Source: an optimization exercise on an open RTL-to-GDS flow (aim: small area, a short achievable clock period and few clock cycles per item). Production flows keep margins and buffers that such runs may drop.
At most, simulation tests tie the RTL to the original design; equivalence was not proved.

## maple
Design sm4Core, start of the top module:
module sm4Core (
  input  wire logic                             clk,
  input  wire logic                             rst_n,
  input  wire logic                             start,
  input  wire logic                             decrypt,
  input  wire logic [sm4CorePkg::BLOCK_W-1:0]   key,
  input  wire logic [sm4CorePkg::BLOCK_W-1:0]   textIn,
  output logic [sm4CorePkg::BLOCK_W-1:0]        textOut,
  output logic                                  done
);
For scale: about 4000 cells after synthesis, about 420 flip-flops, about 390 I/O pins, about 38000 um2 of cells after synthesis.
export LEC_CHECK = 0
export CAP_MARGIN = 20
export CORE_MARGIN = 2
export CORE_UTILIZATION = 40
export SETUP_SLACK_MARGIN = 5
export SLEW_MARGIN = 20
create_clock -name core_clock -period 11.0 [get_ports {clk}]
run.sh (not shown) runs the stock make flow with config.mk's settings and CLKGATE_MAP_FILE= SYNTH_SCRIPT=/design/flow/synth_recipe.tcl, a recipe that flattens the netlist after the stock synthesis.
[flow] maple | stages: complete | final checks: fail | reason: max-capacitance violations, max-slew violations
Testbench counts of maple, summed over its fixed seeds: cycles 55,796, blocks 1,600.
For raven, these inputs were changed with respect to maple:
Settings: SETUP_SLACK_MARGIN now 4, was 5; CORE_UTILIZATION now 60, was 40.
[summary]
Taking maple as the reference, in raven overall routing resource usage saw an increase, via count went down by about 3.3%. raven: part of the cycle the worst path needs higher than maple. raven completed; timing, DRC and antenna clean. Count of nets left with antenna violations after detail routing came out exactly the same in maple and raven. Pre-CTS setup slack down 0.23 ns in raven wrt maple. Cell count: lower on raven.
For umber, these inputs were changed with respect to raven:
Settings: an added TNS_END_PERCENT of 0; a change of SETUP_SLACK_MARGIN from 4 to 5; a change of CORE_UTILIZATION from 60 to 65.
==> flow/flow/run.sh (new file) <==
#!/bin/bash
# Own layout flow: the standard flow (standard.sh), with
#  - synthesis as standard.sh does it, except for the ABC mapping script
#    (flow/abc.script) used for the logic between the registers;
#  - the ORFS knobs in flow/knobs.txt added to the layout's make call.
# Registers, their names and cells are the standard synthesis's: the
# flip-flops are mapped before ABC runs and ABC does not touch them.
# Each tool's full output goes to a log file of its own in this folder.
set -euo pipefail
here=$(pwd)
fdir=$here/flow

# synthesis script: synth_recipe.tcl with ORFS's synth.tcl swapped for a copy
# whose abc call uses flow/abc.script.
sed "s#^  log_cmd abc {\*}\$abc_args#  set abc_args [lreplace \$abc_args 1 1 $fdir/abc.script]\n  log_cmd abc {*}\$abc_args#" \
  "$FLOW_HOME/scripts/synth.tcl" > "$here/own_synth.tcl"
grep -q "abc.script" "$here/own_synth.tcl"
sed "s#\$::env(SCRIPTS_DIR)/synth.tcl#$here/own_synth.tcl#" "$here/synth_recipe.tcl" > "$here/own_synth_recipe.tcl"
grep -q "own_synth.tcl" "$here/own_synth_recipe.tcl"

knobs=()
if [[ -f $fdir/knobs.txt ]]; then
  while IFS= read -r line; do
    [[ -n "$line" && "$line" != \#* ]] && knobs+=("$line")
  done < "$fdir/knobs.txt"
fi

bash standard.sh "SYNTH_SCRIPT=$here/own_synth_recipe.tcl" synth > "$here/synth.log" 2>&1
bash standard.sh "SYNTH_SCRIPT=$here/own_synth_recipe.tcl" "${knobs[@]}" finish > "$here/layout.log" 2>&1
test -f "$here/out/final.def"
==> flow/flow/abc.script (new file) <==
&get -n
&st
&dch
&nf
&st
&syn2
&if -g -K 6
&synch2
&nf
&st
&syn2
&if -g -K 6
&synch2
&nf
&st
&syn2
&if -g -K 6
&synch2
&nf
&st
&syn2
&if -g -K 6
&synch2
&nf
&st
&syn2
&if -g -K 6
&synch2
&nf
&put
buffer -c
topo
stime -c
upsize -c
dnsize -c
==> flow/flow/knobs.txt (new file) <==
BUFFER_PORTS_ARGS=-buffer_cell sky130_fd_sc_hd__buf_1
==> flow/standard.sh (new file) <==
#!/bin/bash
# synth_recipe.tcl (not shown) runs the flow's synth.tcl, then flattens the netlist and writes it again
# the make line also repeats each setting of config.mk as NAME=value (left out here)
make -C /OpenROAD-flow-scripts/flow DESIGN_CONFIG=/design/flow/config.mk WORK_HOME=/design/flow/orfs CLKGATE_MAP_FILE= SYNTH_SCRIPT=/design/flow/synth_recipe.tcl "${@:-finish}"
removed: flow/run.sh
### Flow results
- Number of fill cells (umber vs. raven) decreases by more than 10%
- When the final numbers for raven and umber were put side by side, the clock skew turned out to be greater in raven.
- umber ends up with higher count of cell instances traversed by the critical path than raven does.
- umber ended up with sky130_fd_sc_hd__or4_1 as its slowest cell on the critical path; raven ended up with sky130_fd_sc_hd__dfxtp_2.
- A worst setup path startpoint of x1[20]$_DFFE_PP_ is what umber shows, while kw[20]$_DFF_P_ belongs to raven.
- Against raven as the reference, umber delivers a lower area growth from synthesis to layout.
- Going from raven to umber, slack of the critical path rose 0.12 ns; final design area excluding fillers fell 1.3%.
- raven closes out successfully: all stages finished, all timing, DRC and antenna checks passed.
- Looking at the reports, umber completed the entire flow and the layout it produced met the timing, DRC and antenna checks.
- Between raven and umber, total detailed-routing wirelength increased.
- The run showing the smaller signal arrival time at the worst endpoint is umber.
Inputs modified between umber and indigo:
Settings: putting ABC_AREA at 1 where nothing was set; swapping 5 for 4 in SETUP_SLACK_MARGIN; swapping 65 for 40 in CORE_UTILIZATION; clearing TNS_END_PERCENT, which used to be 0.
==> flow/run.sh (new file) <==
#!/bin/bash
# synth_recipe.tcl (not shown) runs the flow's synth.tcl, then flattens the netlist and writes it again
# the make line also repeats each setting of config.mk as NAME=value (left out here)
make -C /OpenROAD-flow-scripts/flow DESIGN_CONFIG=/design/flow/config.mk WORK_HOME=/design/flow/orfs CLKGATE_MAP_FILE= SYNTH_SCRIPT=/design/flow/synth_recipe.tcl finish
removed: flow/flow/run.sh
removed: flow/flow/abc.script
removed: flow/flow/knobs.txt
removed: flow/standard.sh
[summary]
Going from umber to indigo, maximum fanout encountered on the critical timing path increased 59; total inserted antenna cells dropped 6; filler cell count in the final layout went up by 7692. From umber to indigo the numbers moved as follows: final worst-path cycle share went down by 0.82 points. Per the comparison of indigo with umber, maximum clock rate higher, overall die area climbed 51000 um2, smallest setup slack after layout grew by 0.090 ns. Initial antenna violation count: indigo vs umber down 3. Source of the critical timing path = x1[20]$_DFFE_PP_: umber; source of the critical timing path = key[40]: indigo.


sm4Core, a different RTL version from the one above (not shown whole).
Size in the first run: ~7900 cells after synthesis, ~460 flip-flops, ~390 I/O pins, ~0.047 sq mm of cells after synthesis.
clock: 11.0 ns
lec_check: 0
cap_margin: 20
core_margin: 2
core_utilization: 60
setup_slack_margin: 5
slew_margin: 20
tns_end_percent: 0
standard.sh (not shown) runs the stock make flow with config.mk's settings and CLKGATE_MAP_FILE= SYNTH_SCRIPT=/design/flow/synth_recipe.tcl, a recipe that flattens the netlist after the stock synthesis.
==> flow/flow/run.sh <==
#!/bin/bash
# Own layout flow: the standard flow (standard.sh) with two changes.
#  - Synthesis is the standard one except for the ABC script that maps the
#    logic between the registers: flow/abc.script (ORFS's area script, a
#    delay-driven map with area recovery) instead of the speed script.
#    The flip-flops are mapped before ABC runs and ABC does not touch them,
#    so registers, their names and cells are the standard synthesis's.
#  - flow/knobs.txt adds ORFS variables to the make calls: the port buffers
#    are buf_1 cells (every port still gets one), and the timing repair
#    aims at a larger setup margin. The clock and constraints are the standard flow's.
# Each tool's full output goes to a log file of its own in this folder
# (synth.log, layout.log, and ORFS's own logs under orfs/logs).
set -euo pipefail
here=$(pwd)
fdir=$here/flow

# synthesis script: synth_recipe.tcl with ORFS's synth.tcl swapped for a copy
# whose abc call uses flow/abc.script.
sed "s#^  log_cmd abc {\*}\$abc_args#  set abc_args [lreplace \$abc_args 1 1 $fdir/abc.script]\n  log_cmd abc {*}\$abc_args#" \
  "$FLOW_HOME/scripts/synth.tcl" > "$here/own_synth.tcl"
grep -q "abc.script" "$here/own_synth.tcl"
sed "s#\$::env(SCRIPTS_DIR)/synth.tcl#$here/own_synth.tcl#" "$here/synth_recipe.tcl" > "$here/own_synth_recipe.tcl"
grep -q "own_synth.tcl" "$here/own_synth_recipe.tcl"

knobs=()
if [[ -f $fdir/knobs.txt ]]; then
  while IFS= read -r line; do
    [[ -n "$line" && "$line" != \#* ]] && knobs+=("$line")
  done < "$fdir/knobs.txt"
fi

bash standard.sh "SYNTH_SCRIPT=$here/own_synth_recipe.tcl" "${knobs[@]}" synth > "$here/synth.log" 2>&1
bash standard.sh "SYNTH_SCRIPT=$here/own_synth_recipe.tcl" "${knobs[@]}" finish > "$here/layout.log" 2>&1
test -f "$here/out/final.def"
==> flow/flow/abc.script <==
strash
dch
map -B 0.9
topo
stime -c
buffer -c
upsize -c
dnsize -c
==> flow/flow/knobs.txt <==
BUFFER_PORTS_ARGS=-buffer_cell sky130_fd_sc_hd__buf_1
SETUP_SLACK_MARGIN=5.75
The baseline produced a clean layout.
Edit:
==> flow/flow/knobs.txt (replaced) <==
BUFFER_PORTS_ARGS=-buffer_cell sky130_fd_sc_hd__buf_1
SETUP_SLACK_MARGIN=6.5
Effect:
- The changed run finished clean
- final cell count is higher by 0.94%
- wire length is higher by 2.3%
- non-clock buffer count is higher by 80
- cell area is higher by 4.3%
- clock skew is lower by 0.0084 ns
- maximum frequency is higher by about 15%
- via count is higher by 1.8%
Edit:
==> flow/flow/knobs.txt (replaced) <==
BUFFER_PORTS_ARGS=-buffer_cell sky130_fd_sc_hd__buf_1
SETUP_SLACK_MARGIN=6.25
Worst setup slack loses 0.32 ns.
Wire length goes down by 1.7%.
Fmax shrinks by 6.4%.
Global-route usage decreases by 0.28 points.
Count of clock-buffer cells in the layout went down by 5.
Via count decreases by 1.0%.
Non-clock buffer count fell by 62.
Cell area shrinks by 2.8%.
Area after synthesis stays the same.
No run of this note included a check of the RTL's function; only the layout flow was run.


== P ==
sm4Core, a different RTL version from the one above (not shown whole).
For scale: roughly 7300 cells after synthesis, roughly 460 flip-flops, ~390 I/O pins, roughly 0.045 mm^2 of cells after synthesis.
clock: 11.0 ns
lec_check: 0
cap_margin: 20
core_margin: 2
core_utilization: 55
place_density: 0.7
setup_slack_margin: 5
slew_margin: 20
tns_end_percent: 0
==> flow/flow/knobs.txt <==
BUFFER_PORTS_ARGS=-buffer_cell sky130_fd_sc_hd__buf_1
SETUP_SLACK_MARGIN=6.5
Scripts as last shown in full above: flow/flow/run.sh, flow/flow/abc.script
Testbench counts of P, summed over its fixed seeds: cycles 56,002, blocks 1,600.
Here is what was changed in the inputs of Q compared with P.
Settings: clearing PLACE_DENSITY, which used to be 0.7; swapping 55 for 60 in CORE_UTILIZATION.
-- flow/flow/knobs.txt --
<<< P, line 2
SETUP_SLACK_MARGIN=6.5
>>> Q, line 2
SETUP_SLACK_MARGIN=6
Findings:
The run showing the greater die area is P. Taking P as the reference, in Q largest net degree at the start of global routing increased by 59 relative to the old numbers; floorplan row count decreased by 3.8% relative to the old numbers; worst path buffer plus inverter count went down by 7; post-layout net count shrank by 1.8%. When the final numbers for Q and P were put side by side, the largest fanout on the critical path turned out to be smaller in Q. Taking P as the reference, in Q multi-input gate share of the layout cell area grew by 0.94 points, final routed wirelength across all metal layers has decreased. Looking at endpoint of the most critical setup path, the y[20] result is from P; the y[11] one comes from Q.
For R, these inputs were changed with respect to Q:
Settings: swapping 60 for 55 in CORE_UTILIZATION.
-- flow/flow/knobs.txt --
<<< Q, line 2
SETUP_SLACK_MARGIN=6
>>> R, line 2
SETUP_SLACK_MARGIN=6.5
==> comparison <==
R vs Q, post-layout minimum cycle time went down by 0.44 ns. In the metrics for R and Q, the one carrying the lower hold slack is Q. The number of logic inverters in the finished layout on R is in line with that on Q.
Changes in S relative to R:
Settings: CORE_UTILIZATION changed from 55 to 60.
==> flow/flow/run.sh <==
#!/bin/bash
# Own layout flow: the standard flow (standard.sh), with
#  - synthesis as standard.sh does it, except for the ABC mapping script
#    (flow/abc.script) used for the logic between the registers;
#  - the ORFS knobs in flow/knobs.txt added to the layout's make call.
# Registers, their names and cells are the standard synthesis's: the
# flip-flops are mapped before ABC runs and ABC does not touch them.
# Each tool's full output goes to a log file of its own in this folder.
set -euo pipefail
here=$(pwd)
fdir=$here/flow

# synthesis script: synth_recipe.tcl with ORFS's synth.tcl swapped for a copy
# whose abc call uses flow/abc.script.
sed "s#^  log_cmd abc {\*}\$abc_args#  set abc_args [lreplace \$abc_args 1 1 $fdir/abc.script]\n  log_cmd abc {*}\$abc_args#" \
  "$FLOW_HOME/scripts/synth.tcl" > "$here/own_synth.tcl"
grep -q "abc.script" "$here/own_synth.tcl"
sed "s#\$::env(SCRIPTS_DIR)/synth.tcl#$here/own_synth.tcl#" "$here/synth_recipe.tcl" > "$here/own_synth_recipe.tcl"
grep -q "own_synth.tcl" "$here/own_synth_recipe.tcl"

knobs=()
if [[ -f $fdir/knobs.txt ]]; then
  while IFS= read -r line; do
    [[ -n "$line" && "$line" != \#* ]] && knobs+=("$line")
  done < "$fdir/knobs.txt"
fi

bash standard.sh "SYNTH_SCRIPT=$here/own_synth_recipe.tcl" synth > "$here/synth.log" 2>&1
bash standard.sh "SYNTH_SCRIPT=$here/own_synth_recipe.tcl" "${knobs[@]}" finish > "$here/layout.log" 2>&1
test -f "$here/out/final.def"
-- flow/flow/knobs.txt --
<<< R, line 2
SETUP_SLACK_MARGIN=6.5
>>> S, line 2
SETUP_SLACK_MARGIN=5.5
==> comparison <==
Diff R and S: final hold slack lower in S. Wire: S routes less than R. The run showing the smaller count of vias placed by the detailed router is S. Of the two values seen for standard cell with the maximum stage delay on the critical path, sky130_fd_sc_hd__o22ai_1 was produced by S and sky130_fd_sc_hd__xnor2_1 by R.


Setup of rev 12:
sm4Core, a different RTL version from the one above (not shown whole).
Size: ~6500 cells after synthesis, roughly 390 I/O pins.
// sm4Core
module sm4Core (
  input  wire logic                             clk,
  input  wire logic                             rst_n,
  input  wire logic                             start,
  input  wire logic                             decrypt,
  input  wire logic [sm4CorePkg::BLOCK_W-1:0]   key,
  input  wire logic [sm4CorePkg::BLOCK_W-1:0]   textIn,
  output logic [sm4CorePkg::BLOCK_W-1:0]        textOut,
  output logic                                  done
);
clock: 11.0 ns
lec_check: 0
cap_margin: 20
core_margin: 2
core_utilization: 60
setup_slack_margin: 4
slew_margin: 20
tns_end_percent: 0
==> flow/flow/run.sh <==
#!/bin/bash
# Own layout flow: the standard flow (standard.sh) with its synthesis
# changed in one place only. Where the standard synthesis maps all logic with
# its ABC script, this one maps the modules listed in flow/alt_modules.txt
# with the ABC script flow/alt.abc, and the rest with the standard script.
# The flip-flops are mapped before that step, as in the standard synthesis,
# so registers, names and cells are unchanged.
# flow/knobs.txt adds ORFS variables to both make calls.
# Each tool's full output goes to a log file of its own in this folder.
set -euo pipefail
here=$(pwd)
fdir=$here/flow
alts=$(tr '\n' ' ' < "$fdir/alt_modules.txt")
rest=$(tr '\n' ' ' < "$fdir/std_modules.txt")

sed "s#^  log_cmd abc {\*}\$abc_args#  set alt_args [lreplace \$abc_args 1 1 $fdir/alt.abc]\n  log_cmd abc {*}\$alt_args $alts\n  log_cmd abc {*}\$abc_args $rest#" \
  "$FLOW_HOME/scripts/synth.tcl" > "$here/own_synth.tcl"
grep -q "alt.abc" "$here/own_synth.tcl"
sed "s#\$::env(SCRIPTS_DIR)/synth.tcl#$here/own_synth.tcl#" "$here/synth_recipe.tcl" > "$here/own_synth_recipe.tcl"
grep -q "own_synth.tcl" "$here/own_synth_recipe.tcl"

knobs=()
if [[ -f $fdir/knobs.txt ]]; then
  while IFS= read -r line; do
    [[ -n "$line" && "$line" != \#* ]] && knobs+=("$line")
  done < "$fdir/knobs.txt"
fi

bash standard.sh "SYNTH_SCRIPT=$here/own_synth_recipe.tcl" "${knobs[@]}" synth > "$here/synth.log" 2>&1
bash standard.sh "SYNTH_SCRIPT=$here/own_synth_recipe.tcl" "${knobs[@]}" finish > "$here/layout.log" 2>&1
test -f "$here/out/final.def"
==> flow/flow/alt.abc <==
strash
dch
map -B 0.9
topo
stime -c
buffer -c
upsize -c
dnsize -c
==> flow/flow/alt_modules.txt <==
sm4DataT
sm4KeyT
==> flow/flow/knobs.txt <==
SYNTH_HIERARCHICAL=1
BUFFER_PORTS_ARGS=-buffer_cell sky130_fd_sc_hd__buf_1
==> flow/flow/std_modules.txt <==
sm4Core
Edits applied to the flow inputs when going from rev 12 to rev 13:
Settings: SETUP_SLACK_MARGIN now 5, was 4.
Findings:
- Compared to rev 12, rev 13 has proportion of cell area occupied by multi-input gates 0.53 points higher.
- Going from rev 12 to rev 13, synthesis-to-finish area growth grows by 6.0 points.
- Setup slack: rev 13 more than rev 12
- Compared with rev 12, rev 13 instantiates a larger number of cells.
- Rev 12 → rev 13: multi-input combinational cell area went up about 6.4%; met2 usage in global routing increased by 0.46 points relative to the old numbers; routed wire length went up; smallest hold slack ~0 delta.
- Sort rev 13 and rev 12 by final critical-path required period, ascending, and rev 13 comes first.
Function was not checked in any run of this note: the RTL went through the layout flow alone.

[afterwards: timing with drivers on the ports]
Ports are ideal in the flow. The routed layouts listed here were re-timed in OpenROAD. Step 1: set_driving_cell puts a clkbuf_16 on clk and a buf_2 on each other input, an assumption about the parent block. Step 2 adds t to the input delays and takes it off the output delays; t is the mean of the earliest and latest rising clock arrival at the registers after step 1. Input paths then give back, and output paths get back, about the clock's delay inside the block. a / b / c = ideal / step 1 / step 2; a / b = the first two.
run	t, ns	slack for setup (ns)	worst slew at a driven data input, ns
maple	0.688	4.446 / 4.446 / 3.907	0.19
raven	0.667	4.097 / 4.097 / 3.536	0.15
umber	0.675	4.221 / 4.221 / 3.625	0.16
indigo	0.744	4.311 / 4.352 / 3.608	0.19
the first run of note 2	0.672	5.719 / 5.761 / 5.089	0.17
the second run of note 2	0.682	6.418 / 6.462 / 5.780	0.13
the third run of note 2	0.689	6.103 / 6.147 / 5.458	0.14
P	0.675	6.482 / 6.510 / 5.835	0.16
Q	0.674	6.070 / 6.070 / 5.489	0.14
R	0.673	6.508 / 6.548 / 5.874	0.12
S	0.670	5.553 / 5.584 / 4.914	0.13
rev 12	0.696	4.003 / 4.003 / 4.003	0.19
rev 13	0.697	5.058 / 5.058 / 4.361	0.18
The setup slack of indigo, which loses most, moves by +0.041 ns with the drivers and by -0.703 ns with both steps.
